This design comes from an exercise in tuning for small area on the open sky130 flow, not from production work. At most, simulation tests tie the RTL to the original design; equivalence was not proved. No functional check of the RTL was part of run 1. Power is estimated from default activity; no workload was simulated.

--- design/flow/flow/run.sh ---
#!/bin/bash
# Standard ORFS layout with two changes:
#  - port buffers use the smallest buffer cell
#  - CTS: clkbuf_8 only, larger sink clusters, no dummy loads
set -euo pipefail
cat >> config.mk <<'CFG'
export BUFFER_PORTS_ARGS = -buffer_cell sky130_fd_sc_hd__buf_1
export CTS_ARGS = -sink_clustering_enable -repair_clock_nets -dont_use_dummy_load -buf_list sky130_fd_sc_hd__clkbuf_8 -sink_clustering_size 20 -sink_clustering_max_diameter 60
CFG
bash standard.sh > standard.log 2>&1
--- design/flow/standard.sh ---
#!/bin/bash
# synth_recipe.tcl (not shown) runs the flow's synth.tcl, then flattens the netlist and writes it again
# the make line also repeats each setting of config.mk as NAME=value (left out here)
make -C /OpenROAD-flow-scripts/flow DESIGN_CONFIG=/design/flow/config.mk WORK_HOME=/design/flow/orfs CLKGATE_MAP_FILE= SYNTH_SCRIPT=/design/flow/synth_recipe.tcl "${@:-finish}"
--- design/flow/config.mk ---
export PLATFORM = sky130hd
export DESIGN_NAME = conv_window_top
export DESIGN_NICKNAME = conv_window_top
export VERILOG_FILES = /design/flow/design.v
export SDC_FILE = /design/flow/constraint.sdc
export NUM_CORES = 4
export LEC_CHECK = 0
export CAP_MARGIN = 20
export CORE_MARGIN = 2
export CORE_UTILIZATION = 75
export SLEW_MARGIN = 20
export BUFFER_PORTS_ARGS = -buffer_cell sky130_fd_sc_hd__buf_1
export CTS_ARGS = -sink_clustering_enable -repair_clock_nets -dont_use_dummy_load -buf_list sky130_fd_sc_hd__clkbuf_8 -sink_clustering_size 20 -sink_clustering_max_diameter 60
--- design/flow/constraint.sdc ---
create_clock -name core_clock -period 4.0 [get_ports {i_sclk}]
set_input_delay 0.8000 -clock core_clock [delete_from_list [all_inputs] [get_ports {i_sclk}]]
set_output_delay 0.8000 -clock core_clock [all_outputs]
set_load 0.01 [all_outputs]
--- design/flow/design.v ---
package conv_pkg;
	typedef logic [$clog2(16)-1:0] col_t;    
	typedef logic [$clog2(12)-1:0] row_t;    
	typedef logic [3*(3 * 8)-1:0] column_t;    
endpackage
`timescale 1ns/1ps
module conv_window_top
(
	input  logic                                          i_sclk,
	input  logic                                          i_arst_n,
	input  logic                                          i_vsync,
	input  logic                                          i_valid,
	input  logic [(3 * 8)-1:0]                             i_tdata,
	output logic                                          o_vsync,
	output logic                                          o_hsync,
	output logic                                          o_valid,
	output logic [3*3*(3 * 8)-1:0]     o_tdata
);
	localparam int K       = 3;
	localparam int ROW_LEN = 16 - 1;                  
	localparam int CHAIN   = (K-1)*ROW_LEN + K;           
	localparam int NE      = K * K;
	localparam int CW      = $clog2(16);
	localparam int RW      = $clog2(12 + 1);
	logic [CW-1:0]          col;                          
	logic [RW-1:0]          row;                          
	logic                   first_pend;                   
	logic                   emit;
	logic [(3 * 8)-1:0]      pix_d;                        
	logic                   shift;                        
	logic                   emit_d;
	logic                   row_first_d;
	logic                   frame_first_d;
	logic [CHAIN*(3 * 8)-1:0] chain;                      
	assign emit = i_valid && !i_vsync && !row[0] && (row >= RW'(K-1)) && (row < RW'(12)) &&
		!col[0] && (col >= CW'(K-1));
	always_ff @(posedge i_sclk or negedge i_arst_n)
	begin
		if (!i_arst_n)
			row <= RW'(12);
		else if (i_vsync)
			row <= '0;
		else if (i_valid && (col == CW'(16 - 1)) && (row != RW'(12)))
			row <= row + 1'b1;
	end
	always_ff @(posedge i_sclk)
	begin
		if (i_vsync)
		begin
			col        <= '0;
			first_pend <= 1'b1;
		end
		else
		begin
			if (i_valid)
				col <= col + 1'b1;                        
			if (emit)
				first_pend <= 1'b0;
		end
	end
	always_ff @(posedge i_sclk or negedge i_arst_n)
	begin
		if (!i_arst_n)
		begin
			emit_d        <= 1'b0;
			row_first_d   <= 1'b0;
			frame_first_d <= 1'b0;
			o_valid       <= 1'b0;
			o_hsync       <= 1'b0;
			o_vsync       <= 1'b0;
		end
		else
		begin
			emit_d        <= emit;
			row_first_d   <= emit && (col == CW'(K-1));
			frame_first_d <= emit && first_pend;
			o_valid       <= emit_d;
			o_hsync       <= row_first_d;
			o_vsync       <= frame_first_d;
		end
	end
	always_ff @(posedge i_sclk)
	begin
		pix_d <= i_tdata;
		shift <= i_valid && (col != CW'(16 - 1));
	end
	always_ff @(posedge i_sclk)
	begin
		if (shift)
		begin
			chain <= {chain[(CHAIN-1)*(3 * 8)-1:0], pix_d};
		end
	end
	always_comb
	begin
		for (int rr = 0; rr < K; rr++)
			for (int cc = 0; cc < K; cc++)
			begin
				o_tdata[2*NE*8 + (NE-1-(rr*K+cc))*8 +: 8] = chain[((K-1-rr)*ROW_LEN + (K-1-cc))*(3 * 8) + 2*8 +: 8];
				o_tdata[  NE*8 + (NE-1-(rr*K+cc))*8 +: 8] = chain[((K-1-rr)*ROW_LEN + (K-1-cc))*(3 * 8) + 8 +: 8];
				o_tdata[            (NE-1-(rr*K+cc))*8 +: 8] = chain[((K-1-rr)*ROW_LEN + (K-1-cc))*(3 * 8) + 0 +: 8];
			end
	end
endmodule
==> run notes, run 1 <==
first-pass GRT wire length=42.8 mm; DR DRC count=0; Starting Density=between 70% and 80%; Slew Limit Fails=0; Clk Latency, worst-skew pair=around 0.63 ns; die width=192 µm; share of cells above drive strength 1=roughly 5.5%; number of I/O pins=~250; CTS buffer count=47; Die Y-Extent=between 150 and 200 µm; slowest stage delay, CP=about 0.37 ns; Hold Violations, Final=0; final WL=between 20 and 30 mm; synthesized area=between 20000 and 30000 µm²; Syn Inst Count=1096; Buf/Inv on CP=1; total of max-cap violations=0; vias after detailed routing=approximately 8700; Slew HR=about 42%; PostCTS Resize Cnt=0; run status=finished clean; Mean Syn Cell Area=about 24 µm²; Fillers=approximately 1700; DRT Pass-1 Iters=4; pin count of the biggest net entering global routing=109; Root Driver=clkbuf_8; grt peak-use layer=met2; # placed instances=around 1600; worst clock skew=0.0317 ns; Max H-tree Level=2; Cell Rows=68; fin crit share=between 50% and 60%; Final Cell Area=27200 µm²; Max VDD drop=~0.44 mV; crit path launch type=register; total grt overflow=0; RSZ-0062 raised after global routing=no; hold_buf cts=0; Worst-path clk slew=0.11 ns; DPL Wire Length=~16 mm; DR iter-0 viols=~650; Netlist cell types=31; minimum clock period after layout=between 2 and 2.5 ns; PwrDens=507 nW/µm²; post-CTS setup buffer count=0; initial antenna violation count=0; CP Class=register to output port; die footprint=37000 µm²; RD Place Congestion=around 0.74; Syn Nets=around 1100; Max FO, Critical Path=2; crit path DAT=~1.3 ns; drt wl/cell=approximately 18 µm; Power Total=~0.014 W; DRT antenna net count=0; CP endpoint kind=output port; core region area=34700 µm²; HP Class=primary input to asynchronous set/reset pin; aggregate global-route resource usage=15.4%; Static Leak=between 8 and 9 nW; CTS tree=yes; cells along the critical path=buf_1; Fmax=roughly 480 MHz; Ys Warns=1; Final nets=between 1000 and 1500; met2 Usage GRT=approximately a quarter; setup ws final=1.92 ns; register area=about 25000 µm²; multi-input logic area=around 280 µm²; Finished Layout Cells=1638; CP max stage cell=edfxtp_1; Port-buffer cells=between 200 and 250; Worst EP required=around 3.2 ns; Area Overhead vs Synth=2.52%; Area after DPL=about 27000 µm²; Seq/Total Area, Yosys=slightly above 90%; clock sink total=roughly 830; Least-Margin Pin Slew=0.877 ns; number of global-route vias before repair=a little over 8000; worst slack at placement=1.85 ns; synthesis-stage register bit count=~830; hold_ws=around 0.11 ns; met1 Usage GRT=roughly 22%; Setup violations, final=0; Max Root-Sink Buffers=3; vias per cell=roughly 5.3; Top delay family on crit path=flip-flops; global-route track usage on met3=under 10%
## power breakdown
| part | switching (W) | total, W | internal (W) |
|---|---|---|---|
| clock network | 0.00217 | 0.00324 | 0.00107 |
| registers | 0.000170 | 0.0102 | 0.0101 |
| logic | 0.000260 | 0.000334 | 0.0000746 |
## state kept, by name, summed over array words and instances, names as in the netlist
name,flops
chain,792
pix_d,24
col,4
row,4
emit_d,1
first_pend,1
frame_first_d,1
o_hsync,1
o_valid,1
o_vsync,1
row_first_d,1
shift,1
## path summary, 6_finish.rpt
| check | start | endpoint | slack, ns | cells after the start |
|---|---|---|---|---|
| min reg2reg | emit_d | o_valid | 0.36 | 0 |
| min in group core_clock | i_tdata[17] | pix_d[17] | 0.27 | 1 |
| max reg2reg | shift | chain[650] | 2.02 | 1 |
| max in group asynchronous | i_arst_n | row[3] | 3.53 | 1 |
| max | chain[372] | o_tdata[100] | 1.92 | 1 |
| min | i_arst_n | o_vsync | 0.11 | 1 |
## per-layer routing
metal,vias to the layer above,share of wire [%]
met3,48,6.1
li1,4085,-
met2,237,48
met1,4359,44
met4,0,2.4
met5,-,0
## through the flow
stage,TNS (ns),util [%]
after floorplan,-1689.57,-
after global placement,0,76.6
after detailed placement,0,76.6
after CTS,0,78.5
after global routing,0,78.5
final,0,78.5
## cell usage after synthesis, drive strengths merged
| library cell | n | area [µm²] |
|---|---|---|
| edfxtp | 792 | 23800 |
| buf | 217 | 1630 |
| dfxtp | 30 | 601 |
| dfrtp | 8 | 200 |
| nor2 | 8 | 30.0 |
| ha | 4 | 50.1 |
| inv | 4 | 15.0 |
| nand2 | 4 | 15.0 |
| a21oi | 2 | 10.0 |
| clkbuf | 2 | 7.51 |
| dfstp | 2 | 52.6 |
| nand4 | 2 | 12.5 |
| nor4 | 2 | 12.5 |
| nor4b | 2 | 23.8 |
| o21ai | 2 | 10.0 |
| xor2 | 2 | 17.5 |
| a211oi | 1 | 7.51 |
| a221oi | 1 | 8.76 |
| a311oi | 1 | 8.76 |
| a31oi | 1 | 6.26 |
| and2 | 1 | 6.26 |
| and4 | 1 | 10.0 |
| nand3 | 1 | 5.00 |
| nor3 | 1 | 5.00 |
| o211ai | 1 | 7.51 |
| o31ai | 1 | 7.51 |
| or3 | 1 | 6.26 |
| or4b | 1 | 13.8 |
| xnor2 | 1 | 8.76 |
## cell families (layout without fill, tap and decap cells)
kind of cell | after synthesis | count (layout) | share of synthesized area, %
other | 0 | 1 | 0
AO/OA/AOI/OAI | 10 | 10 | 0.250
XOR/XNOR | 3 | 3 | 0.0989
adder cells (fa/ha/maj) | 4 | 4 | 0.188
buffers and inverters | 223 | 309 | 6.23
flip-flops | 832 | 832 | 92.7
AND/OR/NAND/NOR | 24 | 24 | 0.527
## final cells by class
class / instances / share of cell area (%)
Sequential cell: 832 / 90.4
Timing Repair Buffer: 258 / 4.00
Clock buffer: 47 / 2.37
Tap cell: 455 / 2.09
Multi-Input combinational cell: 41 / 1.04
Inverter: 4 / 0.0551
Antenna cell: 1 / 0.00918
## cells in the final DEF (no fill, tap or decap), types with 2 or more instances in the layout
master,synthesis,layout
buf_4,216,6
o21ai_0,2,2
dfxtp_1,30,29
buf_12,0,6
nand2_1,4,4
inv_1,4,4
buf_1,0,246
nand4_1,2,2
dfstp_2,2,2
a21oi_1,2,2
xor2_1,2,2
nor4_1,2,2
edfxtp_1,792,792
ha_1,4,4
dfrtp_1,8,8
clkbuf_8,0,47
nor2_1,8,8
==> run 2: changes to the inputs <==
--- a/design/flow/design.v
+++ b/design/flow/design.v
@@ -25,15 +25,12 @@
 	logic [CW-1:0]          col;                          
 	logic [RW-1:0]          row;                          
 	logic                   first_pend;                   
-	logic                   emit;
+	logic                   accept;
+	logic                   win;                          
 	logic [(3 * 8)-1:0]      pix_d;                        
 	logic                   shift;                        
-	logic                   emit_d;
-	logic                   row_first_d;
-	logic                   frame_first_d;
 	logic [CHAIN*(3 * 8)-1:0] chain;                      
-	assign emit = i_valid && !i_vsync && !row[0] && (row >= RW'(K-1)) && (row < RW'(12)) &&
-		!col[0] && (col >= CW'(K-1));
+	assign accept = i_valid && !i_vsync;
 	always_ff @(posedge i_sclk or negedge i_arst_n)
 	begin
 		if (!i_arst_n)
@@ -54,35 +51,31 @@
 		begin
 			if (i_valid)
 				col <= col + 1'b1;                        
-			if (emit)
+			if (win)
 				first_pend <= 1'b0;
-		end
-	end
-	always_ff @(posedge i_sclk or negedge i_arst_n)
-	begin
-		if (!i_arst_n)
-		begin
-			emit_d        <= 1'b0;
-			row_first_d   <= 1'b0;
-			frame_first_d <= 1'b0;
-			o_valid       <= 1'b0;
-			o_hsync       <= 1'b0;
-			o_vsync       <= 1'b0;
-		end
-		else
-		begin
-			emit_d        <= emit;
-			row_first_d   <= emit && (col == CW'(K-1));
-			frame_first_d <= emit && first_pend;
-			o_valid       <= emit_d;
-			o_hsync       <= row_first_d;
-			o_vsync       <= frame_first_d;
 		end
 	end
 	always_ff @(posedge i_sclk)
 	begin
 		pix_d <= i_tdata;
-		shift <= i_valid && (col != CW'(16 - 1));
+		shift <= accept && (col != CW'(16 - 1));
+	end
+	assign win = shift && !row[0] && (row >= RW'(K-1)) && (row < RW'(12)) &&
+		col[0] && (col >= CW'(K));
+	always_ff @(posedge i_sclk or negedge i_arst_n)
+	begin
+		if (!i_arst_n)
+		begin
+			o_valid <= 1'b0;
+			o_hsync <= 1'b0;
+			o_vsync <= 1'b0;
+		end
+		else
+		begin
+			o_valid <= win;
+			o_hsync <= win && (col == CW'(K));
+			o_vsync <= win && first_pend;
+		end
 	end
 	always_ff @(posedge i_sclk)
 	begin
--- a/design/flow/config.mk
+++ b/design/flow/config.mk
@@ -7,7 +7,7 @@
 export LEC_CHECK = 0
 export CAP_MARGIN = 20
 export CORE_MARGIN = 2
-export CORE_UTILIZATION = 75
+export CORE_UTILIZATION = 85
 export SLEW_MARGIN = 20
 export BUFFER_PORTS_ARGS = -buffer_cell sky130_fd_sc_hd__buf_1
 export CTS_ARGS = -sink_clustering_enable -repair_clock_nets -dont_use_dummy_load -buf_list sky130_fd_sc_hd__clkbuf_8 -sink_clustering_size 20 -sink_clustering_max_diameter 60
==> run 2 against run 1 <==
  * The flow now stops in detailed placement
  * Area after synthesis shrank 0.34%
  * Synthesized cell count shrank 0.46%
==> run notes, run 2 <==
run status=stopped before the end; Netlist cell types=32 (+3.2%); DPL Wire Length=26.0 mm (+58%); RD Place Congestion=0.805 (+8.2%); Post-synth EDFFs=792 (unchanged); synthesis-stage register bit count=829 (-0.36%); Ys Warns=1 (unchanged); most common cell in the netlist=edfxtp_1; Syn Nets=1122 (-0.53%); Seq/Total Area, Yosys=92.7% (about the same); Port-buffer cells=246 (unchanged); die width=181 µm (-6.1%); post-synthesis async set-or-reset flop share=0.844% (-0.36 points); Starting Density=86.4% (+9.8 points); Synth Flop Type=edfxtp_1; Die Y-Extent=181 µm (-6.1%); Syn Inst Count=1091 (-0.46%); number of I/O pins=247 (unchanged); Cell Rows=64 (-5.9%); synthesized area=26500 µm² (-0.34%); Fail Step=detailed placement; area leader, netlist=edfxtp_1; Stop Error=[ERROR DPL-0033] detailed placement checks failed during check placement.; Synth area leaders=edfxtp_1, buf_4, dfxtp_1; Mean Syn Cell Area=24.3 µm² (+0.12%); Synth top cells by count=edfxtp_1, buf_4, dfxtp_1, dfrtp_1, nor2_1; top cell type's share of synthesized area=89.8% (+0.30 points)
-- run 2: power groups by stage --
stage	Combinational, W	Sequential, W	Clock [W]
after floorplan	0.000163	0.0103	0
after global placement	0.000271	0.0101	0
-- run 2: worst min-delay path by stage --
stage	from	end	slack (ns)	depth (start not counted)
floorplan	pix_d[0]	chain[0]	0.39	0
global placement	pix_d[13]	chain[13]	0.39	0
-- run 2: cell families after synthesis --
kind of cell | synth area share [%]
simple gates | 0.482
mux | 0.0378
flops | 92.7
compound gates | 0.288
fa+ha+maj | 0.142
xor+xnor | 0.0992
buf+inv | 6.21
-- run 2: through the flow --
stage          TNS [ns]  cells
3_3_place_gp          0   1526
2_1_floorplan  -1703.52   1091
==> run 3: changes to the inputs <==
--- a/design/flow/config.mk
+++ b/design/flow/config.mk
@@ -7,7 +7,7 @@
 export LEC_CHECK = 0
 export CAP_MARGIN = 20
 export CORE_MARGIN = 2
-export CORE_UTILIZATION = 85
+export CORE_UTILIZATION = 75
 export SLEW_MARGIN = 20
 export BUFFER_PORTS_ARGS = -buffer_cell sky130_fd_sc_hd__buf_1
 export CTS_ARGS = -sink_clustering_enable -repair_clock_nets -dont_use_dummy_load -buf_list sky130_fd_sc_hd__clkbuf_8 -sink_clustering_size 20 -sink_clustering_max_diameter 60
==> run 3 against run 2 <==
  * The run now finishes clean
  * Area after synthesis is the same
  * Synthesized cell count is the same
==> run notes, run 3 <==
Max Root-Sink Buffers=3; Cell Rows=68 (+6.3%); slowest stage delay, CP=roughly 0.37 ns; DPL Wire Length=15.9 mm (-39%); Max H-tree Level=2; HP Class=primary input to register; Ys Warns=1 (unchanged); Synth top cells by count=edfxtp_1, buf_4, dfxtp_1, dfrtp_1, nor2_1; worst slack at placement=2.10 ns; Seq/Total Area, Yosys=92.7% (unchanged); CP Class=register to output port; TNS Setup=0 ns; max reg flops=around 800; fin crit share=51.4%; grt peak-use layer=met2; Slew HR=between 40% and 50%; Setup violations, final=0; vias after detailed routing=just under 9000; Static Leak=around 8.6 nW; Max VDD drop=0.396 mV; Root Driver=clkbuf_8; crit path launch type=register; Area Overhead vs Synth=2.62%; crit path DAT=1.26 ns; DRT antenna net count=0; CP max stage cell=edfxtp_1; Starting Density=76.5% (-9.9 points); ant diodes=0; Port-buffer cells=246 (unchanged); number of global-route vias before repair=between 8000 and 9000; cells along the critical path=buf_1; CTS tree=yes; post-CTS setup buffer count=0; Slew Limit Fails=0; most common cell in the netlist=edfxtp_1; Area after DPL=about 27000 µm²; Final Cell Area=27200 µm²; pin count of the biggest net entering global routing=between 100 and 150; total of max-cap violations=0; Syn Nets=1122 (unchanged); die footprint=around 37000 µm²; Buf/Inv on CP=1; minimum clock period after layout=between 2 and 2.5 ns; met1 Usage GRT=a little over a fifth; Mean Syn Cell Area=24.3 µm² (unchanged); PwrDens=between 400 and 500 nW/µm²; core region area=approximately 35000 µm²; setup ws final=a little under 2 ns; initial antenna violation count=0; die width=192 µm (+6.3%); area leader, netlist=edfxtp_1; fin util=78.5%; final WL=between 20 and 30 mm; CTS buffer count=47; Fmax=487 MHz; largest registers=chain (792), pix_d (24); Post-synth EDFFs=792 (unchanged); Worst EP required=3.20 ns; DR DRC count=0; Die Y-Extent=192 µm (+6.3%); drt wl/cell=about 17 µm; synthesis-stage register bit count=829 (unchanged); global-route track usage on met3=~4.2%; Worst-path clk slew=0.11 ns; Top delay family on crit path=flip-flops; clock sink total=around 830; Synth area leaders=edfxtp_1, buf_4, dfxtp_1; top cell type's share of synthesized area=89.8% (unchanged); Final nets=1211; number of I/O pins=247 (unchanged); synthesized area=26500 µm² (unchanged); total grt overflow=0; worst clock skew=roughly 0.037 ns; Clk Latency, worst-skew pair=0.63 ns; first-pass GRT wire length=~43 mm; Netlist cell types=32 (unchanged); Least-Margin Pin Slew=between 0.8 and 0.9 ns; Max FO, Critical Path=2; post-synthesis async set-or-reset flop share=0.844% (unchanged); Biggest register=chain; aggregate global-route resource usage=about 15%; Synth Flop Type=edfxtp_1; CP endpoint kind=output port; Syn Inst Count=1091 (unchanged); RSZ-0062 raised after global routing=no; Hold Violations, Final=0; RD Place Congestion=0.750 (-6.8%); most frequent cells in the layout=edfxtp_1, buf_1, clkbuf_8; DRT Pass-1 Iters=5; Fillers=~1600; run status=finished clean; DR iter-0 viols=about 630; met2 Usage GRT=about a quarter; hold_ws=0.260 ns; share of cells above drive strength 1=under 10%; commonest non-fill, non-tap cell in the layout=edfxtp_1; vias per cell=5.34
run 3: per-stage QoR:
stage / cells / power, W
after floorplan: 1091 / 0.0104
after global placement: 1585 / 0.0104
after detailed placement: 1585 / 0.0104
after CTS: 1632 / 0.0136
after global routing: 1633 / 0.0140
final: 1633 / 0.0135
run 3: final cells by class:
| cell class | count | area (µm²) | share of cell area (%) |
|---|---|---|---|
| multi-input combinational | 40 | 278 | 1.02 |
| clock buffer | 47 | 647 | 2.38 |
| tap | 455 | 569 | 2.09 |
| sequential | 829 | 24600 | 90.4 |
| timing repair buffer | 258 | 1100 | 4.06 |
| inverter | 4 | 15.0 | 0.0552 |
run 3: report_power, final:
part,internal [W],switching (W)
Clock,0.00107,0.00216
Sequential,0.00984,0.000114
Combinational,0.0000580,0.000215
Total,0.0110,0.00249
run 3: cell families after synthesis:
logic type               after synthesis  share of synthesized area, %
AO/OA/AOI/OAI                         11                         0.288
XOR/XNOR                               3                        0.0992
adder cells (fa/ha/maj)                3                         0.142
buffers and inverters                222                          6.21
flip-flops                           829                          92.7
multiplexers                           1                        0.0378
AND/OR/NAND/NOR                       22                         0.482
run 3: timing repair:
action	CTS	global route
hold endpoints to repair	0	4
hold buffers	0	1
gates resized for setup	0	0
run 3: layer usage:
| layer | up-vias | share of wire [%] |
|---|---|---|
| li1 | 4073 | - |
| met1 | 4357 | 44 |
| met2 | 230 | 47 |
| met3 | 62 | 6.1 |
| met4 | 0 | 3.2 |
| met5 | - | 0 |
run 3: worst paths after layout:
path	start	to	slack, ns	depth (start not counted)
setup / recovery	chain[380]	o_tdata[172]	1.94	1
hold / removal	i_tdata[14]	pix_d[14]	0.26	1
setup reg to reg	shift	chain[322]	2.10	1
hold reg to reg	chain[174]	chain[198]	0.40	0
max in group asynchronous	i_arst_n	row[2]	3.09	2
min in group asynchronous	i_arst_n	o_vsync	0.58	2
==> run 4: changes to the inputs <==
--- a/design/flow/flow/run.sh
+++ b/design/flow/flow/run.sh
@@ -6,5 +6,6 @@
 cat >> config.mk <<'CFG'
 export BUFFER_PORTS_ARGS = -buffer_cell sky130_fd_sc_hd__buf_1
 export CTS_ARGS = -sink_clustering_enable -repair_clock_nets -dont_use_dummy_load -buf_list sky130_fd_sc_hd__clkbuf_8 -sink_clustering_size 20 -sink_clustering_max_diameter 60
+export RECOVER_POWER = 100
 CFG
 bash standard.sh > standard.log 2>&1
--- a/design/flow/config.mk
+++ b/design/flow/config.mk
@@ -7,7 +7,8 @@
 export LEC_CHECK = 0
 export CAP_MARGIN = 20
 export CORE_MARGIN = 2
-export CORE_UTILIZATION = 75
+export CORE_UTILIZATION = 80
 export SLEW_MARGIN = 20
 export BUFFER_PORTS_ARGS = -buffer_cell sky130_fd_sc_hd__buf_1
 export CTS_ARGS = -sink_clustering_enable -repair_clock_nets -dont_use_dummy_load -buf_list sky130_fd_sc_hd__clkbuf_8 -sink_clustering_size 20 -sink_clustering_max_diameter 60
+export RECOVER_POWER = 100
==> run 4 against run 3 <==
  * The layout now fails its checks (capacitance limit, slew limit)
  * Critical path type is now register to register
  * Hold slack lost 0.20 ns
  * Via count fell by 0.83%
  * Area after synthesis unchanged
  * Critical endpoint is now chain[122]
==> run notes, run 4 <==
run status=complete, but fails checks; layout check failures=capacitance limit, slew limit; r2r setup slk=1.35 ns (-0.75 ns); Slew Limit Fails=34 (+34); pin count of the biggest net entering global routing=114 (+5.6%); Worst-path clk slew=0.11 ns (about the same); Setup violations, final=0 (unchanged); PwrDens=496 nW/µm² (+0.16%); Syn Inst Count=1091 (unchanged); ant diodes=0 (unchanged); die footprint=34600 µm² (-6.1%); Seq/Total Area, Yosys=92.7% (unchanged); critical path startpoint=shift; Max H-tree Level=2 (unchanged); CP Class=register to register; commonest non-fill, non-tap cell in the layout=edfxtp_1; Worst EP required=4.20 ns (+1.00 ns); crit path DAT=2.84 ns (+1.58 ns); DPL Wire Length=15.0 mm (-5.6%); Least-Margin Pin Slew=1.66 ns (+0.828 ns); final WL=26.9 mm (-4.5%); Buf/Inv on CP=1 (unchanged); DRT antenna net count=0 (unchanged); Starting Density=81.4% (+4.9 points); Ys Warns=1 (unchanged); CTS buffer count=47 (unchanged); Synth area leaders=edfxtp_1, buf_4, dfxtp_1; initial antenna violation count=0 (unchanged); Clk Latency, worst-skew pair=0.60 ns (-0.03 ns); Syn Nets=1122 (unchanged); number of I/O pins=247 (unchanged); first-pass GRT wire length=40.0 mm (-6.5%); die width=186 µm (-3.1%); area leader, netlist=edfxtp_1; synthesized area=26500 µm² (unchanged); Post-synth EDFFs=792 (unchanged); DRT Pass-1 Iters=5 (unchanged); Synth Flop Type=edfxtp_1; hold_ws=0.0611 ns (-0.199 ns); Top delay family on crit path=buffers and inverters; cells along the critical path=clkbuf_4; Static Leak=8.56 nW (-0.45%); drt wl/cell=16.6 µm (-3.7%); setup ws final=1.35 ns (-0.592 ns); DR DRC count=0 (unchanged); Hold Violations, Final=0 (unchanged); Final nets=1211 (unchanged); aggregate global-route resource usage=15.2% (-0.12 points); hold_buf cts=0 (unchanged); core region area=32500 µm² (-6.0%); DR iter-0 viols=579 (-7.9%); max reg flops=792 (unchanged); R2R Path End=chain[122]; total grt overflow=0 (unchanged); Mean Syn Cell Area=24.3 µm² (unchanged); end of the critical path=chain[122]; HP Class=primary input to asynchronous set/reset pin; crit path launch type=register; Synth top cells by count=edfxtp_1, buf_4, dfxtp_1, dfrtp_1, nor2_1; minimum clock period after layout=2.65 ns (+0.592 ns); Max FO, Critical Path=113 (+111); Fmax=378 MHz (-22%); share of cells above drive strength 1=5.09% (-0.42 points); vias after detailed routing=8650 (-0.83%); top cell type's share of synthesized area=89.8% (unchanged); post-synthesis async set-or-reset flop share=0.844% (unchanged); critical path depth=1 (unchanged); PostCTS Resize Cnt=0 (unchanged); Power Total=0.0134 W (-0.20%); Cell Rows=66 (-2.9%); Worst Reg-to-Reg Cells=1 (unchanged); CP endpoint kind=register; slowest stage delay, CP=1.25 ns (+0.88 ns); RSZ-0062 raised after global routing=no; worst clock skew=0.0432 ns (+0.00617 ns); Die Y-Extent=186 µm (-3.1%); r2r startpoint=shift; number of global-route vias before repair=7933 (-5.1%); Max VDD drop=0.358 mV (-9.5%); most frequent cells in the layout=edfxtp_1, buf_1, clkbuf_8; post-CTS setup buffer count=0 (unchanged); fin crit share=66.2% (+15 points); Root Driver=clkbuf_8; total of max-cap violations=1 (+1); Slew HR=-10.6% (-55 points); CP max stage cell=clkbuf_4; CTS tree=yes; largest registers=chain (792), pix_d (24); most common cell in the netlist=edfxtp_1; synthesis-stage register bit count=829 (unchanged); RD Place Congestion=0.766 (+2.1%); Final Cell Area=27100 µm² (-0.36%); Max Root-Sink Buffers=3 (unchanged); Biggest register=chain; Port-buffer cells=246 (unchanged); Netlist cell types=32 (unchanged); vias per cell=5.34 (about the same); TNS Setup=0 ns (unchanged); worst slack at placement=2.06 ns (-0.0416 ns); Area Overhead vs Synth=2.24%; clock sink total=829 (unchanged); Area after DPL=26500 µm² (about the same)
run 4: cell types whose count changed in the layout (fill, tap and decap cells not counted), sizes merged:
cell	change
dlygate4sd3	-1
clkbuf	+9
buf	-8
run 4: routing by layer:
metal	vias to the layer above	share of wire, %	track usage (%)
met5	-	0	0
li1	4071	-	-
met1	4270	44	21.8
met3	54	5.7	3.66
met4	0	2.7	5.61
met2	255	47	23.6
run 4: area by class of cell:
class / count / area, µm²
well taps: 442 / 553
clock buffers: 47 / 647
fillers: 1334 / 5460
inverters: 4 / 15.0
multi-input cells: 40 / 264
repair buffers: 258 / 1030
flip-flops and latches: 829 / 24600
run 4: cells by family (layout without fill, tap and decap cells):
family / after synthesis / in the layout / share of synthesized area, %
simple gates: 22 / 22 / 0.482
compound gates: 11 / 11 / 0.288
fa+ha+maj: 3 / 3 / 0.142
flops: 829 / 829 / 92.7
xor+xnor: 3 / 3 / 0.0992
buf+inv: 222 / 309 / 6.21
mux: 1 / 1 / 0.0378
run 4: worst min path at each step:
| stage | from | end | cells past startpoint |
|---|---|---|---|
| global route | i_arst_n | row[1] | 1 |
| CTS | i_arst_n | o_vsync | 1 |
| finish | i_arst_n | o_valid | 1 |
| global placement | pix_d[21] | chain[21] | 0 |
| detailed placement | pix_d[10] | chain[10] | 0 |
| floorplan | pix_d[0] | chain[0] | 0 |
run 4: power breakdown:
| group | total [W] | switching (W) | internal, W |
|---|---|---|---|
| combinational | 0.000262 | 0.000212 | 0.0000502 |
| sequential | 0.00996 | 0.000114 | 0.00985 |
| clock | 0.00320 | 0.00214 | 0.00107 |
| total | 0.0134 | 0.00247 | 0.0110 |
run 4: stage by stage:
stage          instances  utilization, %
3_5_place_dp        1573            81.5
6_report            1620            83.2
2_1_floorplan       1091               -
4_1_cts             1620            83.5
5_1_grt             1620            83.2
3_3_place_gp        1573            81.5
==> run 5: changes to the inputs <==
--- a/design/flow/design.v
+++ b/design/flow/design.v
@@ -40,9 +40,14 @@
 		else if (i_valid && (col == CW'(16 - 1)) && (row != RW'(12)))
 			row <= row + 1'b1;
 	end
-	always_ff @(posedge i_sclk)
+	always_ff @(posedge i_sclk or negedge i_arst_n)
 	begin
-		if (i_vsync)
+		if (!i_arst_n)
+		begin
+			col        <= '0;
+			first_pend <= 1'b0;
+		end
+		else if (i_vsync)
 		begin
 			col        <= '0;
 			first_pend <= 1'b1;
--- a/design/flow/flow/run.sh
+++ b/design/flow/flow/run.sh
@@ -6,6 +6,5 @@
 cat >> config.mk <<'CFG'
 export BUFFER_PORTS_ARGS = -buffer_cell sky130_fd_sc_hd__buf_1
 export CTS_ARGS = -sink_clustering_enable -repair_clock_nets -dont_use_dummy_load -buf_list sky130_fd_sc_hd__clkbuf_8 -sink_clustering_size 20 -sink_clustering_max_diameter 60
-export RECOVER_POWER = 100
 CFG
 bash standard.sh > standard.log 2>&1
--- a/design/flow/config.mk
+++ b/design/flow/config.mk
@@ -11,4 +11,3 @@
 export SLEW_MARGIN = 20
 export BUFFER_PORTS_ARGS = -buffer_cell sky130_fd_sc_hd__buf_1
 export CTS_ARGS = -sink_clustering_enable -repair_clock_nets -dont_use_dummy_load -buf_list sky130_fd_sc_hd__clkbuf_8 -sink_clustering_size 20 -sink_clustering_max_diameter 60
-export RECOVER_POWER = 100
==> run 5 against run 4 <==
  * Now clean on timing, DRC and antenna
  * Register-to-register slack gained 0.89 ns
  * Synthesized cell count unchanged
  * Critical path depth unchanged
  * Design area up 0.73%
  * Clock power barely moved
  * Critical endpoint is now o_tdata[114]
  * Largest cell class unchanged
  * Highest routed layer unchanged
==> run notes, run 5 <==
Buf/Inv on CP=1 (unchanged); PwrDens=493 nW/µm² (-0.61%); CTS tree=yes; Worst-path clk slew=0.12 ns (about the same); CTS buffer count=47 (unchanged); most frequent cells in the layout=edfxtp_1, buf_1, clkbuf_8; Syn Nets=1122 (unchanged); DR iter-0 viols=581 (+0.35%); worst clock skew=0.0302 ns (-0.0130 ns); RD Place Congestion=0.736 (-3.9%); Hold Violations, Final=0 (unchanged); final WL=27.8 mm (+3.3%); Cell Rows=66 (unchanged); DRT antenna net count=0 (unchanged); run status=finished clean; post-CTS setup buffer count=0 (unchanged); aggregate global-route resource usage=16.0% (+0.81 points); DPL Wire Length=16.0 mm (+6.7%); fin util=83.6% (+0.40 points); area leader, netlist=edfxtp_1; DR DRC count=0 (unchanged); Static Leak=8.66 nW (+1.2%); Setup violations, final=0 (unchanged); Least-Margin Pin Slew=0.655 ns (-1.00 ns); Finished Layout Cells=1628 (+0.49%); total of max-cap violations=0 (-1); number of global-route vias before repair=8326 (+5.0%); crit path DAT=1.26 ns (-1.58 ns); CP endpoint kind=output port; Port-buffer cells=246 (unchanged); clock sink total=829 (unchanged); post-synthesis async set-or-reset flop share=1.45% (+0.60 points); Biggest register=chain; TNS Setup=0 ns (unchanged); Seq/Total Area, Yosys=92.7% (about the same); die width=186 µm (about the same); ant diodes=0 (unchanged); hold_buf cts=0 (unchanged); Netlist cell types=32 (unchanged); die footprint=34600 µm² (+0.13%); CP Class=register to output port; simple-gate share of the synthesized area=0.547% (+0.065 points); core region area=32600 µm² (+0.25%); drt wl/cell=17.1 µm (+2.8%); Area after DPL=26600 µm² (+0.34%); share of cells above drive strength 1=6.24% (+1.1 points); largest registers=chain (792), pix_d (24); vias per cell=5.36 (+0.35%); total grt overflow=0 (unchanged); # placed instances=1580 (+0.45%); most common cell in the netlist=edfxtp_1; DRT Pass-1 Iters=5 (unchanged); fin crit share=51.5% (-15 points); max reg flops=792 (unchanged); initial antenna violation count=0 (unchanged); largest family of logic cells by synthesized area=buffers and inverters; CP max stage cell=edfxtp_1; Slew Limit Fails=0 (-100%); Die Y-Extent=186 µm (about the same); Max VDD drop=0.387 mV (+8.0%); minimum clock period after layout=2.06 ns (-0.587 ns); cells along the critical path=buf_1; Synth Area in Adders=0.142% (-0.00020 points); Root Driver=clkbuf_8; Post-synth EDFFs=792 (unchanged); Max FO, Critical Path=2 (-98%); Synth top cells by count=edfxtp_1, buf_4, dfxtp_1, dfrtp_1, nor2_1; Mean Syn Cell Area=24.3 µm² (+0.14%); slowest stage delay, CP=0.41 ns (-0.84 ns); Worst EP required=3.20 ns (-1.00 ns); RSZ-0062 raised after global routing=no; vias after detailed routing=8723 (+0.84%); multiplexer share of the synthesized area=0.0377% (-0.000053 points); Synth Area in XOR/XNOR=0.0991% (-0.00014 points); Fmax=485 MHz (+28%); synthesized area=26500 µm² (+0.14%); Synth area leaders=edfxtp_1, buf_4, dfxtp_1; Max H-tree Level=2 (unchanged); Synth Area in Compound Gates=0.283% (-0.0051 points); Starting Density=81.3% (-0.091 points); Max Root-Sink Buffers=3 (unchanged); Area Overhead vs Synth=2.84%; r2r setup slk=2.24 ns (+0.89 ns); Syn Inst Count=1091 (unchanged); Top delay family on crit path=flip-flops; number of I/O pins=247 (unchanged); Ys Warns=1 (unchanged); synthesis-stage register bit count=829 (unchanged); Final nets=1219 (+0.66%); top cell type's share of synthesized area=89.7% (-0.13 points); PostCTS Resize Cnt=0 (unchanged); Clk Latency, worst-skew pair=0.61 ns (about the same); HP Class=primary input to asynchronous set/reset pin; Final Cell Area=27300 µm² (+0.73%); commonest non-fill, non-tap cell in the layout=edfxtp_1; Synth Flop Type=edfxtp_1; Slew HR=56.3% (+67 points); crit path launch type=register; pin count of the biggest net entering global routing=89 (-22%); first-pass GRT wire length=41.9 mm (+4.8%)
run 5: kinds of logic after synthesis:
logic type      Yosys count
fa+ha+maj                 3
mux                       1
buf+inv                 221
xor+xnor                  3
compound gates           10
flops                   829
simple gates             24
run 5: report_power, final:
group | internal [W] | switching (W) | leakage (nW) | total (W)
clock | 0.00107 | 0.00214 | 0.338 | 0.00321
combinational | 0.0000642 | 0.000223 | 0.526 | 0.000287
sequential | 0.00984 | 0.000110 | 7.80 | 0.00995
total | 0.0110 | 0.00247 | 8.66 | 0.0134
run 5: per-stage QoR:
stage | total power, W | worst slack [ns] | hold WS, ns
floorplan | 0.0104 | -2.50 | 0.386
global route | 0.0139 | 1.87 | 0.207
finish | 0.0134 | 1.94 | 0.191
CTS | 0.0136 | 1.89 | 0.173
detailed placement | 0.0104 | 1.91 | 0.389
global placement | 0.0104 | 1.96 | 0.386
run 5: area by class of cell:
class	instances	area [µm²]
sequential	829	24600
tap	442	553
multi-input combinational	41	294
fill	1342	5340
inverter	3	11.3
timing repair buffer	266	1180
clock buffer	47	647
run 5: path summary, 6_finish.rpt:
path                            start      endpoint  cells past startpoint
max                        chain[418]  o_tdata[114]                      1
min                          i_arst_n        col[1]                      1
max reg2reg                     shift    chain[746]                      2
min reg2reg                chain[126]    chain[150]                      0
max in group asynchronous    i_arst_n        row[1]                      1
min in group core_clock    i_tdata[2]      pix_d[2]                      1
run 5: layer usage:
layer,wire [µm],vias to the layer above,GRT usage [%]
met4,735,0,5.92
met1,12200,4310,22.6
met3,1780,54,4.36
met5,0,-,0
met2,13100,263,24.8
li1,-,4096,-
==> run 6: changes to the inputs <==
--- a/design/flow/config.mk
+++ b/design/flow/config.mk
@@ -5,9 +5,9 @@
 export SDC_FILE = /design/flow/constraint.sdc
 export NUM_CORES = 4
 export LEC_CHECK = 0
-export CAP_MARGIN = 20
+export CAP_MARGIN = 0
 export CORE_MARGIN = 2
 export CORE_UTILIZATION = 80
-export SLEW_MARGIN = 20
+export SLEW_MARGIN = 0
 export BUFFER_PORTS_ARGS = -buffer_cell sky130_fd_sc_hd__buf_1
 export CTS_ARGS = -sink_clustering_enable -repair_clock_nets -dont_use_dummy_load -buf_list sky130_fd_sc_hd__clkbuf_8 -sink_clustering_size 20 -sink_clustering_max_diameter 60
==> run 6 against run 5 <==
  * Still clean
  * Cell count is essentially flat
  * Die area is the same
  * Total power is essentially flat
  * Register-to-register slack lost 0.29 ns
  * Design area shrank 0.10%
  * Combinational power shrank 5%
  * Sequential share of layout area grew 0.091 points
  * Largest power group unchanged
==> run notes, run 6 <==
critical path depth=1 (unchanged); fin crit share=51.8% (+0.30 points); fin util=83.5% (-0.084 points); DR DRC count=0 (unchanged); Starting Density=81.3% (unchanged); Worst-path clk slew=0.12 ns (about the same); synthesis-stage register bit count=829 (unchanged); top cell type's share of synthesized area=89.7% (unchanged); Max Used Layer=met4; Power Total=0.0134 W (about the same); initial antenna violation count=0 (unchanged); most frequent cells in the layout=edfxtp_1, buf_1, clkbuf_8; Area Overhead vs Synth=2.74%; Netlist cell types=32 (unchanged); HP Class=primary input to asynchronous set/reset pin; Fillers=1350 (+0.60%); Biggest register=chain; post-synthesis async set-or-reset flop share=1.45% (unchanged); run status=finished clean; total of max-cap violations=0 (unchanged); minimum clock period after layout=2.07 ns (+0.0120 ns); Synth top cells by count=edfxtp_1, buf_4, dfxtp_1, dfrtp_1, nor2_1; aggregate global-route resource usage=16.0% (unchanged); multi-input logic area=294 µm² (unchanged); DRT antenna net count=0 (unchanged); first-pass GRT wire length=41.9 mm (unchanged); clock sink total=829 (unchanged); Ys Warns=1 (unchanged); Hold Violations, Final=0 (unchanged); CTS buffer count=47 (unchanged); ant diodes=0 (unchanged); metal3 WL=1.75 mm (-1.7%); Post-synth EDFFs=792 (unchanged); DR iter-0 viols=555 (-4.5%); die width=186 µm (unchanged); die footprint=34600 µm² (unchanged); drt wl/cell=17.1 µm (-0.19%); Root Driver=clkbuf_8; Top delay family on crit path=flip-flops; worst clock skew=0.0292 ns (-0.00104 ns); DR WL met2=13.1 mm (-0.15%); Synth area leaders=edfxtp_1, buf_4, dfxtp_1; Static Leak=8.65 nW (-0.14%); Slew HR=25.7% (-31 points); Max H-tree Level=2 (unchanged); CP max stage cell=edfxtp_1; Cell Rows=66 (unchanged); hold_buf cts=0 (unchanged); PostCTS Resize Cnt=0 (unchanged); Die Y-Extent=186 µm (unchanged); Syn Inst Count=1091 (unchanged); WL met1=12.2 mm (-0.18%); vias after detailed routing=8708 (-0.17%); hold_ws=0.188 ns (-0.00296 ns); most common cell in the netlist=edfxtp_1; Max VDD drop=0.386 mV (-0.18%); DPL Wire Length=16.0 mm (unchanged); cells along the critical path=buf_1; max reg flops=792 (unchanged); CP endpoint kind=output port; vias per cell=5.35 (-0.11%); commonest non-fill, non-tap cell in the layout=edfxtp_1; Worst EP required=3.20 ns (about the same); RSZ-0062 raised after global routing=no; Clk Latency, worst-skew pair=0.61 ns (about the same); Mean Syn Cell Area=24.3 µm² (unchanged); area leader, netlist=edfxtp_1; Worst Reg-to-Reg Cells=1 (-1); r2r setup slk=1.95 ns (-0.29 ns); synthesized area=26500 µm² (unchanged); total grt overflow=0 (unchanged); R2R Path End=chain[782]; pin count of the biggest net entering global routing=89 (unchanged); CTS tree=yes; Least-Margin Pin Slew=1.11 ns (+0.460 ns); Port-buffer cells=246 (unchanged); CP Class=register to output port; largest registers=chain (792), pix_d (24); Buf/Inv on CP=1 (unchanged); Max Root-Sink Buffers=3 (unchanged); Seq/Total Area, Yosys=92.7% (unchanged); Fmax=483 MHz (-0.58%); Setup violations, final=0 (unchanged); share of cells above drive strength 1=6.16% (-0.079 points); TNS Setup=0 ns (unchanged); Synth Flop Type=edfxtp_1; slowest stage delay, CP=0.40 ns (about the same); post-CTS setup buffer count=0 (unchanged); Max FO, Critical Path=2 (unchanged); Slew Limit Fails=0 (unchanged); crit path launch type=register; core region area=32600 µm² (unchanged); Final nets=1218 (-0.082%); crit path DAT=1.27 ns (about the same); register area=24600 µm² (unchanged); final WL=27.8 mm (-0.26%); r2r startpoint=shift; RD Place Congestion=0.736 (unchanged); PwrDens=493 nW/µm² (+0.10%); number of global-route vias before repair=8326 (unchanged); number of I/O pins=247 (unchanged); Syn Nets=1122 (unchanged); DRT Pass-1 Iters=5 (unchanged)
[run 6: cell counts after synthesis]
No cell type changed its count.
[run 6: kinds of logic after synthesis]
group / Yosys count / synth area share, %
adders and majority gates: 3 / 0.142
muxes: 1 / 0.0377
DFF: 829 / 92.7
and+or+nand+nor: 24 / 0.547
xor gates and xnor gates: 3 / 0.0991
AOI/OAI and AO/OA: 10 / 0.283
buffers and inverters: 221 / 6.19
[run 6: report_power, final]
| group | total [W] | internal (W) | switching [W] |
|---|---|---|---|
| Clock | 0.00321 | 0.00107 | 0.00214 |
| Sequential | 0.00996 | 0.00984 | 0.000120 |
| Combinational | 0.000274 | 0.0000617 | 0.000212 |
[run 6: worst max path at each step]
stage	startpoint	slack (ns)	end
after floorplan	shift	-2.50	o_vsync
after global placement	shift	1.96	chain[782]
after detailed placement	shift	1.91	chain[757]
after CTS	chain[418]	1.89	o_tdata[114]
after global routing	shift	1.82	chain[782]
final	chain[418]	1.93	o_tdata[114]
[run 6: final cells by class]
class	count	share of cell area, %
multi-input cells	41	1.08
well taps	442	2.03
repair buffers	265	4.23
flip-flops and latches	829	90.2
clock buffers	47	2.37
inverters	3	0.0413
[run 6: per-stage QoR]
stage	cells	setup slack [ns]	area [µm²]
floorplan	1091	-2.50	26500
global placement	1580	1.96	26600
detailed placement	1580	1.91	26600
CTS	1627	1.89	27200
global route	1627	1.82	27200
finish	1627	1.93	27200
[run 6: layer usage]
metal	track usage (%)	vias up
li1	-	4094
met4	5.92	0
met5	0	-
met2	24.8	257
met1	22.6	4303
met3	4.36	54
==> run 7: changes to the inputs <==
--- a/design/flow/design.v
+++ b/design/flow/design.v
@@ -40,14 +40,9 @@
 		else if (i_valid && (col == CW'(16 - 1)) && (row != RW'(12)))
 			row <= row + 1'b1;
 	end
-	always_ff @(posedge i_sclk or negedge i_arst_n)
+	always_ff @(posedge i_sclk)
 	begin
-		if (!i_arst_n)
-		begin
-			col        <= '0;
-			first_pend <= 1'b0;
-		end
-		else if (i_vsync)
+		if (i_vsync)
 		begin
 			col        <= '0;
 			first_pend <= 1'b1;
==> run 7 against run 6 <==
  * Sequential cell count unchanged
  * Clock skew rose by 0.014 ns
  * Synthesized cell count is the same
  * Sequential power about the same
  * Hold slack got worse by 0.13 ns
  * Global-route usage down 0.81 points
  * Design area shrank 0.33%
  * Combinational power is 1% lower
  * Count of clock-buffer cells in the layout did not move
  * Critical path depth stayed put
==> run notes, run 7 <==
Buf/Inv on CP=1 (unchanged); run status=finished clean; Root Driver=clkbuf_8; Synth area leaders=edfxtp_1, buf_4, dfxtp_1; slowest stage delay, CP=0.39 ns (about the same); drt wl/cell=16.6 µm (-2.9%); Synth Flop Type=edfxtp_1; minimum clock period after layout=2.05 ns (-0.0222 ns); Worst EP required=3.20 ns (about the same); die footprint=34600 µm² (-0.13%); Starting Density=81.4% (+0.091 points); r2r setup slk=2.06 ns (+0.11 ns); pin count of the biggest net entering global routing=114 (+28%); ant diodes=0 (unchanged); PostCTS Resize Cnt=0 (unchanged); commonest non-fill, non-tap cell in the layout=edfxtp_1; vias after detailed routing=8630 (-0.90%); Clk Latency, worst-skew pair=0.60 ns (about the same); Die Y-Extent=186 µm (about the same); initial antenna violation count=0 (unchanged); aggregate global-route resource usage=15.2% (-0.81 points); Max Root-Sink Buffers=3 (unchanged); Final nets=1211 (-0.57%); synthesized area=26500 µm² (-0.14%); Static Leak=8.60 nW (-0.57%); top cell type's share of synthesized area=89.8% (+0.13 points); hold_ws=0.0591 ns (-0.129 ns); RD Place Congestion=0.766 (+4.0%); Max FO, Critical Path=2 (unchanged); Hold Violations, Final=0 (unchanged); CP max stage cell=edfxtp_1; cells along the critical path=buf_1; crit path launch type=register; area leader, netlist=edfxtp_1; PwrDens=494 nW/µm² (+0.19%); vias per cell=5.33 (-0.47%); Power Total=0.0134 W (-0.14%); Synth top cells by count=edfxtp_1, buf_4, dfxtp_1, dfrtp_1, nor2_1; first-pass GRT wire length=40.0 mm (-4.6%); Least-Margin Pin Slew=0.889 ns (-0.226 ns); max reg flops=792 (unchanged); largest registers=chain (792), pix_d (24); die width=186 µm (about the same); DRT antenna net count=0 (unchanged); Worst Reg-to-Reg Cells=1 (unchanged); synthesis-stage register bit count=829 (unchanged); most frequent cells in the layout=edfxtp_1, buf_1, clkbuf_8; CP Class=register to output port; DPL Wire Length=15.0 mm (-6.3%); share of cells above drive strength 1=5.60% (-0.56 points); post-CTS setup buffer count=0 (unchanged); final WL=26.8 mm (-3.3%); Slew Limit Fails=0 (unchanged); Max VDD drop=0.356 mV (-7.8%); number of global-route vias before repair=7933 (-4.7%); R2R Path End=chain[94]; crit path DAT=1.25 ns (-0.02 ns); Syn Nets=1122 (unchanged); Cell Rows=66 (unchanged); CTS tree=yes; Mean Syn Cell Area=24.3 µm² (-0.14%); fin crit share=51.3% (-0.56 points); number of I/O pins=247 (unchanged); most common cell in the netlist=edfxtp_1; Post-synth EDFFs=792 (unchanged); Netlist cell types=32 (unchanged); Max H-tree Level=2 (unchanged); DR iter-0 viols=572 (+3.1%); Slew HR=40.7% (+15 points); core region area=32500 µm² (-0.25%); Port-buffer cells=246 (unchanged); Fmax=488 MHz (+1.1%); Area Overhead vs Synth=2.55%; HP Class=primary input to asynchronous set/reset pin; clock sink total=829 (unchanged); DRT Pass-1 Iters=4 (-1); Top delay family on crit path=flip-flops; total of max-cap violations=0 (unchanged); RSZ-0062 raised after global routing=no; fin util=83.5% (about the same); hold_buf cts=0 (unchanged); post-synthesis async set-or-reset flop share=0.844% (-0.60 points); Worst-path clk slew=0.11 ns (about the same); CTS buffer count=47 (unchanged); Biggest register=chain; r2r startpoint=shift; total grt overflow=0 (unchanged); worst clock skew=0.0428 ns (+0.0137 ns); Syn Inst Count=1091 (unchanged); Ys Warns=1 (unchanged); Setup violations, final=0 (unchanged); CP endpoint kind=output port; Seq/Total Area, Yosys=92.7% (about the same); DR DRC count=0 (unchanged)
-- run 7: routing by layer --
metal / vias to the layer above / part of all wire, % / routed length [µm] / global-route usage (%)
li1: 4072 / - / - / -
met1: 4247 / 44 / 11800 / 21.8
met2: 259 / 48 / 12800 / 23.6
met3: 52 / 5.7 / 1530 / 3.66
met4: 0 / 2.6 / 701 / 5.61
met5: - / 0 / 0 / 0
-- run 7: power breakdown --
group | switching [W] | total, W | internal [W]
sequential | 0.000115 | 0.00996 | 0.00984
clock | 0.00213 | 0.00320 | 0.00106
combinational | 0.000212 | 0.000270 | 0.0000581
-- run 7: worst max path at each step --
stage	startpoint	endpoint	slack (ns)	cells past startpoint
finish	chain[418]	o_tdata[114]	1.95	1
global route	chain[418]	o_tdata[114]	1.88	1
CTS	chain[418]	o_tdata[114]	1.90	1
detailed placement	shift	chain[760]	2.06	1
global placement	shift	chain[760]	2.12	1
floorplan	shift	o_vsync	-2.56	3
-- run 7: cells by family after synthesis --
kind of cell    after synthesis  synth area share [%]
simple gates                 22                 0.482
compound gates               11                 0.288
fa+ha+maj                     3                 0.142
xor+xnor                      3                0.0992
mux                           1                0.0378
flops                       829                  92.7
buf+inv                     222                  6.21
-- run 7: area by class of cell --
class,instances,area (µm²)
Clock buffer,47,647
Inverter,4,15.0
Sequential cell,829,24600
Timing Repair Buffer,258,1100
Fill cell,1316,5380
Multi-Input combinational cell,40,278
Tap cell,442,553
-- run 7: through the flow --
step	setup WS, ns	area (µm²)	std cells	TNS, ns
after detailed placement	2.06	26500	1573	0
final	1.95	27200	1620	0
after floorplan	-2.56	26500	1091	-1703.52
after global routing	1.88	27200	1620	0
after CTS	1.90	27200	1620	0
after global placement	2.12	26500	1573	0
==> run 8: changes to the inputs <==
--- a/design/flow/flow/run.sh
+++ b/design/flow/flow/run.sh
@@ -6,5 +6,6 @@
 cat >> config.mk <<'CFG'
 export BUFFER_PORTS_ARGS = -buffer_cell sky130_fd_sc_hd__buf_1
 export CTS_ARGS = -sink_clustering_enable -repair_clock_nets -dont_use_dummy_load -buf_list sky130_fd_sc_hd__clkbuf_8 -sink_clustering_size 20 -sink_clustering_max_diameter 60
+export RECOVER_POWER = 100
 CFG
 bash standard.sh > standard.log 2>&1
--- a/design/flow/config.mk
+++ b/design/flow/config.mk
@@ -11,3 +11,4 @@
 export SLEW_MARGIN = 0
 export BUFFER_PORTS_ARGS = -buffer_cell sky130_fd_sc_hd__buf_1
 export CTS_ARGS = -sink_clustering_enable -repair_clock_nets -dont_use_dummy_load -buf_list sky130_fd_sc_hd__clkbuf_8 -sink_clustering_size 20 -sink_clustering_max_diameter 60
+export RECOVER_POWER = 100
==> run 8 against run 7 <==
  * Now fails the layout checks on capacitance limit, slew limit
  * Non-clock buffer count unchanged
  * Cell count is the same
  * Maximum frequency is 23% lower
  * First-iteration DRC count increased by 1.2%
  * Critical endpoint is now chain[122]
  * Largest cell class unchanged
==> run notes, run 8 <==
Top delay family on crit path=buffers and inverters; total grt overflow=0 (unchanged); Post-synth EDFFs=792 (unchanged); Port-buffer cells=246 (unchanged); Worst Reg-to-Reg Cells=1 (unchanged); vias per cell=5.34 (+0.23%); post-synthesis async set-or-reset flop share=0.844% (unchanged); Ys Warns=1 (unchanged); layout check failures=capacitance limit, slew limit; Least-Margin Pin Slew=1.66 ns (+0.770 ns); Worst EP required=4.20 ns (+1.00 ns); slowest stage delay, CP=1.25 ns (+0.86 ns); DR iter-0 viols=579 (+1.2%); Area Overhead vs Synth=2.24%; aggregate global-route resource usage=15.2% (unchanged); core region area=32500 µm² (unchanged); Slew HR=-10.6% (-51 points); Max H-tree Level=2 (unchanged); Static Leak=8.56 nW (-0.46%); Buf/Inv on CP=1 (unchanged); DRT antenna net count=0 (unchanged); Synth top cells by count=edfxtp_1, buf_4, dfxtp_1, dfrtp_1, nor2_1; number of global-route vias before repair=7933 (unchanged); CTS tree=yes; post-CTS setup buffer count=0 (unchanged); Root Driver=clkbuf_8; DPL Wire Length=15.0 mm (unchanged); final WL=26.9 mm (+0.37%); R2R Path End=chain[122]; share of cells above drive strength 1=5.09% (-0.51 points); HP Class=primary input to asynchronous set/reset pin; number of I/O pins=247 (unchanged); vias after detailed routing=8650 (+0.23%); RD Place Congestion=0.766 (unchanged); hold_buf cts=0 (unchanged); die width=186 µm (unchanged); Syn Inst Count=1091 (unchanged); Final nets=1211 (unchanged); die footprint=34600 µm² (unchanged); synthesis-stage register bit count=829 (unchanged); minimum clock period after layout=2.65 ns (+0.597 ns); RSZ-0062 raised after global routing=no; area leader, netlist=edfxtp_1; clock sink total=829 (unchanged); end of the critical path=chain[122]; pin count of the biggest net entering global routing=114 (unchanged); Syn Nets=1122 (unchanged); max reg flops=792 (unchanged); Max Root-Sink Buffers=3 (unchanged); Synth Flop Type=edfxtp_1; DRT Pass-1 Iters=5 (+1); commonest non-fill, non-tap cell in the layout=edfxtp_1; crit path launch type=register; run status=complete, but fails checks; Biggest register=chain; drt wl/cell=16.6 µm (+0.37%); TNS Setup=0 ns (unchanged); Synth area leaders=edfxtp_1, buf_4, dfxtp_1; critical path startpoint=shift; Max FO, Critical Path=113 (+111); Worst-path clk slew=0.11 ns (about the same); CP Class=register to register; Mean Syn Cell Area=24.3 µm² (unchanged); first-pass GRT wire length=40.0 mm (unchanged); Clk Latency, worst-skew pair=0.60 ns (about the same); ant diodes=0 (unchanged); register area=24600 µm² (unchanged); CP endpoint kind=register; synthesized area=26500 µm² (unchanged); most frequent cells in the layout=edfxtp_1, buf_1, clkbuf_8; critical path depth=1 (unchanged); most common cell in the netlist=edfxtp_1; Die Y-Extent=186 µm (unchanged); total of max-cap violations=1 (+1); PwrDens=496 nW/µm² (+0.32%); Final Cell Area=27100 µm² (-0.29%); initial antenna violation count=0 (unchanged); Slew Limit Fails=34 (+34); CP max stage cell=clkbuf_4; Fillers=1334 (+1.4%); Hold Violations, Final=0 (unchanged); Setup violations, final=0 (unchanged); Netlist cell types=32 (unchanged); cells along the critical path=clkbuf_4; Max VDD drop=0.358 mV (+0.62%); Fmax=378 MHz (-23%); largest registers=chain (792), pix_d (24); Starting Density=81.4% (unchanged); Cell Rows=66 (unchanged); r2r setup slk=1.35 ns (-0.71 ns); CTS buffer count=47 (unchanged); fin crit share=66.2% (+15 points); top cell type's share of synthesized area=89.8% (unchanged); crit path DAT=2.84 ns (+1.59 ns); worst clock skew=0.0432 ns (+0.000391 ns); Area after DPL=26500 µm² (unchanged); PostCTS Resize Cnt=0 (unchanged); r2r startpoint=shift; multi-input logic area=264 µm² (-5.0%); Seq/Total Area, Yosys=92.7% (unchanged); DR DRC count=0 (unchanged)
run 8: area by class of cell:
class                   count  area share, %
well taps                 442           2.04
inverters                   4         0.0554
flip-flops and latches    829           90.7
clock buffers              47           2.39
repair buffers            258           3.82
multi-input cells          40          0.975
run 8: cell families after synthesis:
group	after synthesis	synth area share (%)
compound gates	11	0.288
buf+inv	222	6.21
flops	829	92.7
fa+ha+maj	3	0.142
simple gates	22	0.482
xor+xnor	3	0.0992
mux	1	0.0378
run 8: worst min-delay path by stage:
stage,cells past startpoint,start,endpoint,slack [ns]
5_1_grt,1,i_arst_n,row[1],0.03
3_3_place_gp,0,pix_d[21],chain[21],0.39
4_1_cts,1,i_arst_n,o_vsync,0.02
6_report,1,i_arst_n,o_valid,0.06
3_5_place_dp,0,pix_d[10],chain[10],0.39
2_1_floorplan,0,pix_d[0],chain[0],0.39
run 8: stage by stage:
stage	std cells	worst slack [ns]	power (W)	util, %	hold WS (ns)
after floorplan	1091	-2.56	0.0104	-	0.386
after global placement	1573	2.12	0.0104	81.5	0.386
after detailed placement	1573	2.06	0.0104	81.5	0.389
after CTS	1620	1.90	0.0136	83.5	0.0232
after global routing	1620	1.15	0.0139	83.2	0.0287
final	1620	1.35	0.0134	83.2	0.0611
run 8: metal layers:
layer | vias up | wire, µm | track usage (%)
li1 | 4071 | - | -
met1 | 4270 | 12000 | 21.8
met2 | 255 | 12700 | 23.6
met3 | 54 | 1540 | 3.66
met4 | 0 | 724 | 5.61
met5 | - | 0 | 0
run 8: power breakdown:
group	leakage, nW	internal (W)	switching [W]
logic	0.448	0.0000502	0.000212
registers	7.78	0.00985	0.000114
clock network	0.338	0.00107	0.00214
==> run 9: changes to the inputs <==
--- a/design/flow/flow/run.sh
+++ b/design/flow/flow/run.sh
@@ -6,6 +6,6 @@
 cat >> config.mk <<'CFG'
 export BUFFER_PORTS_ARGS = -buffer_cell sky130_fd_sc_hd__buf_1
 export CTS_ARGS = -sink_clustering_enable -repair_clock_nets -dont_use_dummy_load -buf_list sky130_fd_sc_hd__clkbuf_8 -sink_clustering_size 20 -sink_clustering_max_diameter 60
-export RECOVER_POWER = 100
+export RECOVER_POWER = 50
 CFG
 bash standard.sh > standard.log 2>&1
==> design/flow/config.mk (replaced) <==
export PLATFORM = sky130hd
export DESIGN_NAME = conv_window_top
export DESIGN_NICKNAME = conv_window_top
export VERILOG_FILES = /design/flow/design.v
export SDC_FILE = /design/flow/constraint.sdc
export NUM_CORES = 4
export LEC_CHECK = 0
export CAP_MARGIN = 20
export CORE_MARGIN = 2
export CORE_UTILIZATION = 80
export SLEW_MARGIN = 20
export BUFFER_PORTS_ARGS = -buffer_cell sky130_fd_sc_hd__buf_1
export CTS_ARGS = -sink_clustering_enable -repair_clock_nets -dont_use_dummy_load -buf_list sky130_fd_sc_hd__clkbuf_8 -sink_clustering_size 20 -sink_clustering_max_diameter 60
export RECOVER_POWER = 50
==> run 9 against run 8 <==
  * Now clean on timing, DRC and antenna
  * Critical path depth is the same
  * Clock power is essentially flat
  * Maximum frequency grew 2.2%
  * Total power is essentially flat
  * Sequential cell count is the same
  * Wire length shrank 0.40%
  * Count of clock-buffer cells in the layout is the same
  * Design area grew 0.12%
  * First-iteration DRC count grew 5.2%
  * Worst setup slack gained 0.057 ns
  * Cell count is the same
  * Hold slack gained 0.00056 ns
  * Largest power group unchanged
==> run notes, run 9 <==
run status=finished clean; PostCTS Resize Cnt=0 (unchanged); most frequent cells in the layout=edfxtp_1, buf_1, clkbuf_8; Worst EP required=4.17 ns (-0.03 ns); register area=24600 µm² (unchanged); HP Class=primary input to asynchronous set/reset pin; RSZ-0062 raised after global routing=no; first-pass GRT wire length=40.0 mm (unchanged); number of global-route vias before repair=7933 (unchanged); Synth top cells by count=edfxtp_1, buf_4, dfxtp_1, dfrtp_1, nor2_1; drt wl/cell=16.6 µm (-0.40%); RD Place Congestion=0.766 (unchanged); synthesis-stage register bit count=829 (unchanged); clock sink total=829 (unchanged); Fmax=386 MHz (+2.2%); worst slack at placement=2.06 ns (unchanged); Least-Margin Pin Slew=1.45 ns (-0.210 ns); CTS buffer count=47 (unchanged); ant diodes=0 (unchanged); share of cells above drive strength 1=5.26% (+0.17 points); die width=186 µm (unchanged); CP Class=register to register; Top delay family on crit path=buffers and inverters; vias after detailed routing=8618 (-0.37%); Netlist cell types=32 (unchanged); Worst-path clk slew=0.11 ns (about the same); post-CTS setup buffer count=0 (unchanged); CP max stage cell=clkbuf_2; Cell Rows=66 (unchanged); DPL Wire Length=15.0 mm (unchanged); worst clock skew=0.0426 ns (-0.000610 ns); minimum clock period after layout=2.59 ns (-0.0571 ns); DRT Pass-1 Iters=5 (unchanged); largest registers=chain (792), pix_d (24); post-synthesis async set-or-reset flop share=0.844% (unchanged); fin crit share=64.7% (-1.4 points); DRT antenna net count=0 (unchanged); final WL=26.8 mm (-0.40%); area leader, netlist=edfxtp_1; aggregate global-route resource usage=15.2% (unchanged); Fillers=1327 (-0.52%); Static Leak=8.58 nW (+0.20%); max reg flops=792 (unchanged); Clk Latency, worst-skew pair=0.60 ns (about the same); DR iter-0 viols=609 (+5.2%); setup ws final=1.41 ns (+0.0571 ns); Port-buffer cells=246 (unchanged); CTS tree=yes; total grt overflow=0 (unchanged); vias per cell=5.32 (-0.37%); Biggest register=chain; commonest non-fill, non-tap cell in the layout=edfxtp_1; Max H-tree Level=2 (unchanged); Area Overhead vs Synth=2.37%; die footprint=34600 µm² (unchanged); PwrDens=495 nW/µm² (-0.17%); Synth area leaders=edfxtp_1, buf_4, dfxtp_1; CP endpoint kind=register; most common cell in the netlist=edfxtp_1; pin count of the biggest net entering global routing=114 (unchanged); initial antenna violation count=0 (unchanged); slowest stage delay, CP=1.20 ns (-0.05 ns); Mean Syn Cell Area=24.3 µm² (unchanged); top cell type's share of synthesized area=89.8% (unchanged); cells along the critical path=clkbuf_2; crit path DAT=2.76 ns (-0.08 ns); Post-synth EDFFs=792 (unchanged); Seq/Total Area, Yosys=92.7% (unchanged); hold_ws=0.0617 ns (+0.000561 ns); hold_buf cts=0 (unchanged); Slew HR=3.36% (+14 points); Syn Inst Count=1091 (unchanged); Max VDD drop=0.358 mV (about the same); Synth Flop Type=edfxtp_1; Buf/Inv on CP=1 (unchanged); Die Y-Extent=186 µm (unchanged); Root Driver=clkbuf_8; Max FO, Critical Path=64 (-43%); Setup violations, final=0 (unchanged); number of I/O pins=247 (unchanged); Final nets=1211 (unchanged); crit path launch type=register; Syn Nets=1122 (unchanged); total of max-cap violations=0 (-1); synthesized area=26500 µm² (unchanged); multi-input logic area=264 µm² (unchanged); Ys Warns=1 (unchanged); core region area=32500 µm² (unchanged); Slew Limit Fails=0 (-100%); Hold Violations, Final=0 (unchanged); DR DRC count=0 (unchanged); Max Root-Sink Buffers=3 (unchanged); Starting Density=81.4% (unchanged)
## run 9: cell counts after synthesis
Identical to the previous run, type by type.
## run 9: path summary, 6_finish.rpt
kind,cells past startpoint,endpoint,slack (ns),startpoint
max,1,chain[19],1.41,shift
min,1,o_valid,0.06,i_arst_n
max reg2reg,1,chain[19],1.41,shift
min reg2reg,0,chain[13],0.36,pix_d[13]
max in group asynchronous,1,row[2],3.64,i_arst_n
min in group core_clock,1,pix_d[1],0.28,i_tdata[1]
## run 9: area by class of cell
class	count	share of cell area, %
clock buffers	47	2.39
inverters	4	0.0554
multi-input cells	40	0.974
flip-flops and latches	829	90.6
well taps	442	2.04
repair buffers	258	3.94
## run 9: cells by family (layout without fill, tap and decap cells)
logic type,after synthesis,count (layout),share of synthesized area (%)
flops,829,829,92.7
buf+inv,222,309,6.21
simple gates,22,22,0.482
compound gates,11,11,0.288
fa+ha+maj,3,3,0.142
xor+xnor,3,3,0.0992
mux,1,1,0.0378
## run 9: where the power goes
group / switching (W) / internal, W
logic: 0.000212 / 0.0000541
clock network: 0.00213 / 0.00106
registers: 0.000114 / 0.00984
total: 0.00246 / 0.0110
## run 9: metal layers
layer  up-vias  GRT usage (%)  share of wire, %
met4         0           5.61               2.7
met2       248           23.6                47
li1       4075              -                 -
met1      4241           21.8                44
met5         -              0                 0
met3        54           3.66               5.7
## run 9: through the flow
| step | cells | power [W] | instance area, µm² | utilization (%) | TNS (ns) |
|---|---|---|---|---|---|
| floorplan | 1091 | 0.0104 | 26500 | - | -1703.52 |
| global placement | 1573 | 0.0104 | 26500 | 81.5 | 0 |
| detailed placement | 1573 | 0.0104 | 26500 | 81.5 | 0 |
| CTS | 1620 | 0.0136 | 27200 | 83.5 | 0 |
| global route | 1620 | 0.0139 | 27100 | 83.3 | 0 |
| finish | 1620 | 0.0134 | 27100 | 83.3 | 0 |

==> static timing again, ports no longer ideal <==
The flow's constraints put no driver on any port. The routed layouts listed below were extracted and timed again, unchanged, in two steps.
Step 1 assumes that a clkbuf_16 drives the clock port and a buf_2 every other input.
Step 2, shift: input delay + t, output delay - t, t = (earliest + latest rising clock arrival at the registers) / 2. This alone moves slack from input paths to output paths.
a / b / c = no drivers / after step 1 / after step 2; a / b = the first two.
| run | t, ns | slack for setup (ns) | clock arrival spread, ns | worst register clock-pin slew, ns | cell pins on the clock port's net |
|---|---|---|---|---|---|
| run 1 | 0.663 | 1.916 / 1.867 / 1.851 | 0.043 / 0.043 | 0.11 / 0.11 | 1 |
| run 3 | 0.665 | 1.945 / 1.894 / 2.099 | 0.037 / 0.037 | 0.12 / 0.12 | 1 |
| run 4 | 0.628 | 1.353 / 1.353 / 1.353 | 0.044 / 0.044 | 0.11 / 0.11 | 1 |
| run 5 | 0.643 | 1.940 / 1.890 / 2.079 | 0.041 / 0.041 | 0.12 / 0.12 | 1 |
| run 6 | 0.643 | 1.928 / 1.879 / 1.952 | 0.040 / 0.040 | 0.12 / 0.12 | 1 |
| run 7 | 0.629 | 1.950 / 1.903 / 2.062 | 0.043 / 0.043 | 0.11 / 0.11 | 1 |
| run 8 | 0.628 | 1.353 / 1.353 / 1.353 | 0.044 / 0.044 | 0.11 / 0.11 | 1 |
| run 9 | 0.628 | 1.410 / 1.410 / 1.410 | 0.044 / 0.044 | 0.11 / 0.11 | 1 |
The setup slack of run 1, which loses most, moves by -0.049 ns with the drivers and by -0.065 ns with both steps.
